This design comes from an exercise in tuning for a short achievable clock period and few clock cycles per item on the open sky130 flow, not from production work.
The RTL was checked by simulation tests, not by an equivalence proof against the original design.
No activity file was given, so power comes from the tool's default toggle rates.

Setup of run 1:
==> flow/design.v <==
package vft_pkg;
  localparam logic OP_COUNT = 1'b0;
  localparam logic OP_READ  = 1'b1;
  localparam logic [2:0] ST_NEW         = 3'd0;
  localparam logic [2:0] ST_INCREMENTED = 3'd1;
  localparam logic [2:0] ST_FULL        = 3'd2;
  localparam logic [2:0] ST_READ_OK     = 3'd3;
  localparam logic [2:0] ST_UNUSED      = 3'd4;
  localparam logic [31:0] COUNT_MAX = 32'hFFFF_FFFF;
  typedef struct packed {
    logic               operation;
    logic signed [31:0] value;
    logic        [3:0]  index;
  } vft_in_t;
  typedef struct packed {
    logic signed [31:0] entry_value;
    logic        [31:0] entry_count;
    logic        [2:0]  status;
    logic        [4:0]  used_entries;
  } vft_out_t;
  typedef struct packed {
    logic [31:0] value;
    logic [31:0] count;
  } vft_entry_t;
  typedef enum logic [2:0] {
    S_IDLE,
    S_SCAN,
    S_APPEND,
    S_RDWAIT,
    S_DONE
  } vft_state_e;
endpackage
module value_frequency_table_core #(
  parameter int ENTRIES = 16
) (
  input  logic        clk_i,
  input  logic        rst_ni,
  input  logic        in_valid_i,
  output logic        in_ready_o,
  input  logic [36:0] in_data_i,
  output logic        out_valid_o,
  input  logic        out_ready_i,
  output logic [71:0] out_data_o
);
  localparam int N    = ENTRIES;
  localparam int FW   = $clog2(N + 1);
  localparam int CAP  = 4;            
  localparam int CW   = $clog2(CAP + 1);
  logic [N-1:0][31:0] tv_q;       
  logic [N-1:0][31:0] tc_q;       
  logic [N-1:0]       valid_q;    
  logic [N-1:0]       slot_q;     
  logic               full_q;     
  logic [FW-1:0]      fill_q;
  logic        in_ready_q;
  logic         b_vld_q;
  logic         b_op_q;
  logic [31:0]  b_val_q;
  logic [3:0]   b_idx_q;
  logic [N-1:0] hit_q;
  logic         b_new;
  logic         acc;
  logic [31:0]  a_val;
  logic [N-1:0] hit_d;
  logic         byp_w;
  assign acc   = in_valid_i & in_ready_q;
  assign a_val = in_data_i[35:4];
  always_comb begin
    byp_w = b_new & (b_val_q == a_val);
    for (int k = 0; k < N; k++) begin
      hit_d[k] = acc & (in_data_i[36] == vft_pkg::OP_COUNT) &
                 ((valid_q[k] & (tv_q[k] == a_val)) | (byp_w & slot_q[k]));
    end
  end
  always_ff @(posedge clk_i or negedge rst_ni) begin
    if (!rst_ni) begin
      b_vld_q <= 1'b0;
      hit_q   <= '0;
    end else begin
      b_vld_q <= acc;
      hit_q   <= hit_d;
    end
  end
  always_ff @(posedge clk_i) begin
    b_op_q  <= in_data_i[36];
    b_val_q <= a_val;
    b_idx_q <= in_data_i[3:0];
  end
  logic               b_anyhit;
  logic               b_miss;      
  logic [N-1:0][31:0] tc_inc;      
  logic [N-1:0]       sel_d;
  logic               rd_ok;
  logic [2:0]         status_d;
  assign b_anyhit = |hit_q;
  assign b_miss   = (b_op_q == vft_pkg::OP_COUNT) & ~b_anyhit & ~full_q;
  assign b_new    = b_vld_q & b_miss;
  assign rd_ok    = valid_q[b_idx_q];
  always_comb begin
    for (int k = 0; k < N; k++) begin
      tc_inc[k] = (tc_q[k] == vft_pkg::COUNT_MAX) ? tc_q[k] : tc_q[k] + 32'd1;
      sel_d[k]  = hit_q[k] | (b_miss & slot_q[k]) |
                  ((b_op_q == vft_pkg::OP_READ) & valid_q[k] & (b_idx_q == k[3:0]));
    end
    if (b_op_q == vft_pkg::OP_READ) begin
      status_d = rd_ok ? vft_pkg::ST_READ_OK : vft_pkg::ST_UNUSED;
    end else if (b_anyhit) begin
      status_d = vft_pkg::ST_INCREMENTED;
    end else begin
      status_d = full_q ? vft_pkg::ST_FULL : vft_pkg::ST_NEW;
    end
  end
  for (genvar k = 0; k < N; k++) begin : g_entry
    always_ff @(posedge clk_i) begin
      if (slot_q[k]) begin
        tv_q[k] <= b_val_q;
        tc_q[k] <= 32'd1;
      end else if (hit_q[k]) begin
        tc_q[k] <= tc_inc[k];
      end
    end
  end
  always_ff @(posedge clk_i or negedge rst_ni) begin
    if (!rst_ni) begin
      valid_q <= '0;
      slot_q  <= N'(1);
      full_q  <= 1'b0;
      fill_q  <= '0;
    end else if (b_new) begin
      valid_q <= valid_q | slot_q;
      slot_q  <= {slot_q[N-2:0], 1'b0};
      full_q  <= slot_q[N-1];
      fill_q  <= fill_q + FW'(1);
    end
  end
  logic         r_vld_q;
  logic         r_op_q;
  logic [N-1:0] r_sel_q;
  logic [2:0]   r_status_q;
  logic [31:0]  r_val_q;
  logic [31:0]  r_vmux, r_cmux;
  logic [71:0]  res_w;
  always_ff @(posedge clk_i or negedge rst_ni) begin
    if (!rst_ni) begin
      r_vld_q <= 1'b0;
    end else begin
      r_vld_q <= b_vld_q;
    end
  end
  always_ff @(posedge clk_i) begin
    r_op_q     <= b_op_q;
    r_sel_q    <= sel_d;
    r_status_q <= status_d;
    r_val_q    <= b_val_q;
  end
  always_comb begin
    r_vmux = '0;
    r_cmux = '0;
    for (int k = 0; k < N; k++) begin
      r_vmux = r_vmux | ({32{r_sel_q[k]}} & tv_q[k]);
      r_cmux = r_cmux | ({32{r_sel_q[k]}} & tc_q[k]);
    end
  end
  assign res_w = {((r_op_q == vft_pkg::OP_READ) ? r_vmux : r_val_q), r_cmux, r_status_q,
                  5'(fill_q)};
  localparam int QW = $clog2(CAP);
  logic              ov_q;
  logic [71:0]       head_q;
  logic [CAP-1:0][71:0] q_q;
  logic [QW-1:0]     rp_q, wp_q, rp_nx;
  logic [CW-1:0]     qn_q;
  logic              take;
  logic [71:0]       cand_hold, cand_take;
  assign take  = ov_q & out_ready_i;
  assign rp_nx = (rp_q == QW'(CAP - 1)) ? '0 : rp_q + QW'(1);
  assign cand_hold = (qn_q == '0)     ? res_w : q_q[rp_q];
  assign cand_take = (qn_q == CW'(1)) ? res_w : q_q[rp_nx];
  always_ff @(posedge clk_i or negedge rst_ni) begin
    if (!rst_ni) begin
      ov_q <= 1'b0;
      rp_q <= '0;
      wp_q <= '0;
      qn_q <= '0;
    end else begin
      if (take) begin
        ov_q <= (qn_q > CW'(1)) | r_vld_q;
        rp_q <= rp_nx;
      end else begin
        ov_q <= (qn_q != '0) | r_vld_q;
      end
      if (r_vld_q) begin
        wp_q <= (wp_q == QW'(CAP - 1)) ? '0 : wp_q + QW'(1);
      end
      qn_q <= qn_q + CW'(r_vld_q) - CW'(take);
    end
  end
  always_ff @(posedge clk_i) begin
    head_q <= take ? cand_take : cand_hold;
    for (int s = 0; s < CAP; s++) begin
      if (r_vld_q && (wp_q == QW'(s))) begin
        q_q[s] <= res_w;
      end
    end
  end
  assign out_valid_o = ov_q;
  assign out_data_o  = head_q;
  logic [CW-1:0] cred_q;
  always_ff @(posedge clk_i or negedge rst_ni) begin
    if (!rst_ni) begin
      cred_q <= '0;
    end else begin
      cred_q <= cred_q + CW'(acc) - CW'(take);
    end
  end
  always_ff @(posedge clk_i) begin
    if (acc && !take) begin
      in_ready_q <= (32'(cred_q) + 1 < CAP);
    end else if (!acc && take) begin
      in_ready_q <= 1'b1;
    end else begin
      in_ready_q <= (32'(cred_q) < CAP);
    end
  end
  assign in_ready_o = in_ready_q;
endmodule
module vft_top (
  input  logic        clk_i,
  input  logic        rst_ni,
  input  logic        in_valid_i,
  output logic        in_ready_o,
  input  logic [36:0] in_data_i,
  output logic        out_valid_o,
  input  logic        out_ready_i,
  output logic [71:0] out_data_o
);
  value_frequency_table_core #(
    .ENTRIES (16)
  ) u_core (
    .clk_i       (clk_i),
    .rst_ni      (rst_ni),
    .in_valid_i  (in_valid_i),
    .in_ready_o  (in_ready_o),
    .in_data_i   (in_data_i),
    .out_valid_o (out_valid_o),
    .out_ready_i (out_ready_i),
    .out_data_o  (out_data_o)
  );
endmodule
==> flow/config.mk <==
export PLATFORM = sky130hd
export DESIGN_NAME = vft_top
export DESIGN_NICKNAME = vft_top
export VERILOG_FILES = /design/flow/design.v
export SDC_FILE = /design/flow/constraint.sdc
export NUM_CORES = 4
export LEC_CHECK = 0
export ABC_CLOCK_PERIOD_IN_PS = 2500
export CAP_MARGIN = 20
export CORE_MARGIN = 2
export CORE_UTILIZATION = 45
export CTS_CLUSTER_DIAMETER = 100
export CTS_CLUSTER_SIZE = 25
export SLEW_MARGIN = 20
==> flow/constraint.sdc <==
create_clock -name core_clock -period 8.0 [get_ports {clk_i}]
set_input_delay 1.6000 -clock core_clock [delete_from_list [all_inputs] [get_ports {clk_i}]]
set_output_delay 1.6000 -clock core_clock [all_outputs]
set_load 0.01 [all_outputs]
standard.sh (not shown) runs the stock make flow with config.mk's settings and CLKGATE_MAP_FILE= SYNTH_SCRIPT=/design/flow/synth_recipe.tcl, a recipe that flattens the netlist after the stock synthesis.
==> flow/flow/run.sh <==
#!/bin/bash
set -euo pipefail
bash standard.sh synth > synth.log 2>&1
bash standard.sh \
  "BUFFER_PORTS_ARGS=-buffer_cell sky130_fd_sc_hd__buf_4" \
  "SETUP_SLACK_MARGIN=${MARGIN:-5.5}" \
  finish > layout.log 2>&1
test -s out/final.def
Run 1 completed every stage of the flow, and the final layout passed the timing, DRC and antenna checks.
Testbench counts of run 1, summed over its fixed seeds: cycles 12,992, items 12,800.
### run 1 -> run 2
Settings: CTS_CLUSTER_DIAMETER removed (was 100); CTS_CLUSTER_SIZE removed (was 25).
--- a/flow/flow/run.sh
+++ b/flow/flow/run.sh
@@ -4,5 +4,5 @@
 bash standard.sh \
   "BUFFER_PORTS_ARGS=-buffer_cell sky130_fd_sc_hd__buf_4" \
-  "SETUP_SLACK_MARGIN=${MARGIN:-5.5}" \
+  "SETUP_SLACK_MARGIN=${MARGIN:-5.3}" \
   finish > layout.log 2>&1
 test -s out/final.def
Result: PASS for each of run 1 and run 2. Diff run 2..run 1 | max-slew violation count | negligible. From run 1 to run 2 the numbers moved as follows: sequential group share of total power shows a reduction of 7.7 points, flip-flop and latch area shows no meaningful change, number of CTS-inserted buffers shows an increase of 97, met2 wire length shows a reduction of 4.7 mm, required time at the worst-slack endpoint shows a reduction of 2270 ps.
Inputs modified between run 2 and run 3:
Settings: SETUP_SLACK_MARGIN: unset -> 5.
==> flow/run.sh (new file) <==
#!/bin/bash
# synth_recipe.tcl (not shown) runs the flow's synth.tcl, then flattens the netlist and writes it again
# the make line also repeats each setting of config.mk as NAME=value (left out here)
make -C /OpenROAD-flow-scripts/flow DESIGN_CONFIG=/design/flow/config.mk WORK_HOME=/design/flow/orfs CLKGATE_MAP_FILE= SYNTH_SCRIPT=/design/flow/synth_recipe.tcl finish
removed: flow/flow/run.sh
removed: flow/standard.sh
Findings:
- Run 3: no failed stages, no open violations at the end
- Run 2 completed every stage of the flow, and the final layout passed the timing, DRC and antenna checks.
- Run 2 → run 3: final period demand of the worst path picked up an extra 180 ps; number of resized instances in the post-cts repair step picked up an extra 256; portion of the clock cycle consumed by the worst path in the final layout picked up an extra 2.2 points.

-- static timing again, ports no longer ideal --
In the flow no input, the clock included, has a driving cell. The finished layouts below were timed again as built, in two steps. Step 1, drivers: a clkbuf_16 drives clk_i and a buf_2 each remaining input, both assumed. Step 2 adds t to the input delays and takes it off the output delays; t is the mean of the earliest and latest rising clock arrival at the registers after step 1. Input paths then give back, and output paths get back, about the clock's delay inside the block. a / b / c = ideal / step 1 / step 2; a / b = the first two.
run	t, ns	setup WS [ns]	slew at the worst register clock pin (ns)	pins driven straight from the clock port
run 1	0.813	5.012 / 5.002 / 4.189	0.12 / 0.12	1
run 2	0.917	5.045 / 4.953 / 4.234	0.07 / 0.07	1
run 3	0.911	4.866 / 4.941 / 4.030	0.07 / 0.07	1
After both steps setup and hold are still met in every run listed. For run 3, which loses most, drivers alone change the setup slack by +0.075 ns; drivers and shift together by -0.836 ns.
